What follows belongs to an exercise in optimizing a design on an open flow for small area; a production flow would make more cautious choices. In this exercise RTL edits were held to simulation tests only and were not proved equivalent to the original. No activity file was given, so power comes from the tool's default toggle rates. The flow treats the clock pin as an ideal source, which a real chip does not have.

Design bank_htu, start of the top module:
module bank_htu #(
  parameter int NUM_WAYS = 2
) (
  input  logic        clk_i,
  input  logic        rst_i,
  input  logic        wb_cyc_i,
  input  logic        wb_stb_i,
  input  logic        wb_we_i,
  input  logic [31:0] wb_adr_i,
  input  logic [31:0] wb_dat_i,
  output logic [31:0] wb_dat_o,
  output logic        wb_ack_o
);
Settings: LEC_CHECK=0, CAP_MARGIN=10, CORE_MARGIN=2, CORE_UTILIZATION=55, GPL_TIMING_DRIVEN=0, PLACE_DENSITY=0.7, SETUP_SLACK_MARGIN=0.15, SLEW_MARGIN=10; clock period 5.0 ns.
standard.sh (not shown) runs the stock make flow with config.mk's settings and CLKGATE_MAP_FILE= SYNTH_SCRIPT=/design/flow/synth_recipe.tcl, a recipe that flattens the netlist after the stock synthesis.
==> flow/flow/run.sh <==
#!/bin/bash
# Own flow: ORFS synthesis as synth_recipe.tcl runs it, but with an area-oriented
# abc script for the combinational logic (registers are mapped before abc, so
# they keep the standard synthesis's names and cells); then the standard
# layout from floorplan to finish, with larger clock-tree clusters, no CTS dummy
# loads, and the largest plain buffers kept out of buffering and repair.
set -euo pipefail
W=$PWD
export MY_ABC_SCRIPT=$W/flow/area.abc
make -C "$FLOW_HOME" DESIGN_CONFIG=$W/config.mk WORK_HOME=$W/orfs CLKGATE_MAP_FILE= \
  SYNTH_SCRIPT=$W/flow/synth.tcl synth > $W/synth.log 2>&1
export CTS_ARGS="-sink_clustering_enable -repair_clock_nets -buf_list sky130_fd_sc_hd__clkbuf_8 -sink_clustering_size 16 -sink_clustering_max_diameter 60 -dont_use_dummy_load"
# The platform's own don't-use list, plus the big buffers. On make's command
# line it replaces the platform's list, so that list is repeated here.
PLATFORM_DONT_USE="$(make -s -C "$FLOW_HOME" DESIGN_CONFIG=$W/config.mk WORK_HOME=$W/orfs print-DONT_USE_CELLS | sed -n 's/^DONT_USE_CELLS: //p')"
EXTRA_DONT_USE="sky130_fd_sc_hd__buf_6 sky130_fd_sc_hd__buf_8 sky130_fd_sc_hd__buf_12 sky130_fd_sc_hd__buf_16 sky130_fd_sc_hd__bufbuf_8 sky130_fd_sc_hd__bufbuf_16"
echo "DONT_USE_CELLS: $PLATFORM_DONT_USE $EXTRA_DONT_USE" > $W/dont_use.log
bash standard.sh "DONT_USE_CELLS=$PLATFORM_DONT_USE $EXTRA_DONT_USE" finish > $W/layout.log 2>&1
==> flow/flow/area.abc <==
strash; &get -n; &st; &dch; &nf -R 1000; &put; strash; &get -n; &st; &dch; &nf -R 1000; &put; strash; &get -n; &st; &dch; &nf -R 1000; &put; strash; &get -n; &st; &dch; &nf -R 1000; &put
==> flow/flow/synth.tcl <==
# Same as synth_recipe.tcl, except that the final abc call runs flow/area.abc.
proc synth {args} { yosys synth -nofsm -noshare {*}$args }
proc abc {args} {
  set i [lsearch -exact $args -script]
  if {$i >= 0} { lset args [expr {$i + 1}] $::env(MY_ABC_SCRIPT) }
  yosys abc {*}$args
}
source $::env(SCRIPTS_DIR)/synth.tcl
# left out here: clear keep_hierarchy, flatten, clean up, hide names made inside functions, write 1_2_yosys.v
Rerun with:
--- a/flow/flow/run.sh
+++ b/flow/flow/run.sh
@@ -11,3 +11,3 @@
   SYNTH_SCRIPT=$W/flow/synth.tcl synth > $W/synth.log 2>&1
-export CTS_ARGS="-sink_clustering_enable -repair_clock_nets -buf_list sky130_fd_sc_hd__clkbuf_8 -sink_clustering_size 16 -sink_clustering_max_diameter 60 -dont_use_dummy_load"
+export CTS_ARGS="-sink_clustering_enable -repair_clock_nets -buf_list sky130_fd_sc_hd__clkbuf_16 -sink_clustering_size 28 -sink_clustering_max_diameter 70 -dont_use_dummy_load"
 # The platform's own don't-use list, plus the big buffers. On make's command
- The new run went through all stages and came out clean
- clock skew falls by 19 ps
- setup slack improves by 17 ps
- via count falls by 0.73%
- clock-buffer cell count falls by 20
- global-route usage falls by 0.15 points
Rerun with:
==> flow/flow/run.sh (replaced) <==
#!/bin/bash
# Own flow: ORFS synthesis as synth_recipe.tcl runs it, but with an area-oriented
# abc script for the combinational logic (registers are mapped before abc, so
# they keep the standard synthesis's names and cells); then the standard
# layout from floorplan to finish, with clock tree synthesis told not to add
# dummy loads.
set -euo pipefail
W=$PWD
export MY_ABC_SCRIPT=$W/flow/area.abc
make -C "$FLOW_HOME" DESIGN_CONFIG=$W/config.mk WORK_HOME=$W/orfs CLKGATE_MAP_FILE= \
  SYNTH_SCRIPT=$W/flow/synth.tcl synth > $W/synth.log 2>&1
export CTS_ARGS="-sink_clustering_enable -repair_clock_nets -buf_list sky130_fd_sc_hd__clkbuf_16 -sink_clustering_size 30 -sink_clustering_max_diameter 100 -dont_use_dummy_load"
bash standard.sh finish > $W/layout.log 2>&1
Settings changed: CORE_UTILIZATION 55 to 40, PLACE_DENSITY 0.7 to default.
- final area went up by 6.0%
- global-route usage shrinks by 8.7 points
- sequential power stays flat
- worst setup slack loses 100 ps
- clock-buffer cell count fell by 7
- utilization shrinks by 14 points
- power barely changes
- area after synthesis does not change
- first-iteration DRC count is lower by 16%
- non-clock buffer count goes up by 19
Rerun with:
==> flow/flow/run.sh (replaced) <==
#!/bin/bash
# Own flow: ORFS synthesis as synth_recipe.tcl runs it, but with an area-oriented
# abc script for the combinational logic (registers are mapped before abc, so
# they keep the standard synthesis's names and cells); then the standard
# layout from floorplan to finish, with larger clock-tree clusters, no CTS dummy
# loads, and the largest plain buffers kept out of buffering and repair.
set -euo pipefail
W=$PWD
export MY_ABC_SCRIPT=$W/flow/area.abc
make -C "$FLOW_HOME" DESIGN_CONFIG=$W/config.mk WORK_HOME=$W/orfs CLKGATE_MAP_FILE= \
  SYNTH_SCRIPT=$W/flow/synth.tcl synth > $W/synth.log 2>&1
export CTS_ARGS="-sink_clustering_enable -repair_clock_nets -buf_list sky130_fd_sc_hd__clkbuf_16 -sink_clustering_size 22 -sink_clustering_max_diameter 80 -dont_use_dummy_load"
# The platform's own don't-use list, plus the big buffers. On make's command
# line it replaces the platform's list, so that list is repeated here.
PLATFORM_DONT_USE="$(make -s -C "$FLOW_HOME" DESIGN_CONFIG=$W/config.mk WORK_HOME=$W/orfs print-DONT_USE_CELLS | sed -n 's/^DONT_USE_CELLS: //p')"
EXTRA_DONT_USE="sky130_fd_sc_hd__buf_6 sky130_fd_sc_hd__buf_8 sky130_fd_sc_hd__buf_12 sky130_fd_sc_hd__buf_16 sky130_fd_sc_hd__bufbuf_8 sky130_fd_sc_hd__bufbuf_16"
echo "DONT_USE_CELLS: $PLATFORM_DONT_USE $EXTRA_DONT_USE" > $W/dont_use.log
bash standard.sh "DONT_USE_CELLS=$PLATFORM_DONT_USE $EXTRA_DONT_USE" finish > $W/layout.log 2>&1
The new run produced a clean layout.
Synthesized area does not change.
Via count came out higher by 0.54%.
Sequential share of layout area goes up by 2.0 points.
Total power rose by 2.4%.

==> what the ideal ports hide <==
In the flow no input, the clock included, has a driving cell. The finished layouts below were timed again as built, in two steps.
Step 1 (the two cells are an assumption about what drives the block):
set clk [get_ports {clk_i}]
set_driving_cell -lib_cell sky130_fd_sc_hd__clkbuf_16 $clk
set_driving_cell -lib_cell sky130_fd_sc_hd__buf_2 [delete_from_list [all_inputs] $clk]
Step 2 adds t to the input delays and takes it off the output delays; t is the mean of the earliest and latest rising clock arrival at the registers after step 1. Input paths then give back, and output paths get back, about the clock's delay inside the block.
a / b / c = no drivers / after step 1 / after step 2; a / b = the first two.
run	t, ns	setup WS [ns]	latest minus earliest clock arrival (ns)
the first run	0.789	0.277 / 0.279 / -0.511	0.066 / 0.065
the second run	0.654	0.294 / 0.301 / -0.353	0.046 / 0.046
the third run	0.657	0.194 / 0.231 / -0.426	0.032 / 0.031
the fourth run	0.668	0.323 / 0.361 / -0.307	0.033 / 0.034
With both steps, setup timing fails in every run listed, where it was met with ideal ports. The setup slack of the first run, which loses most, moves by +0.002 ns with the drivers and by -0.788 ns with both steps.
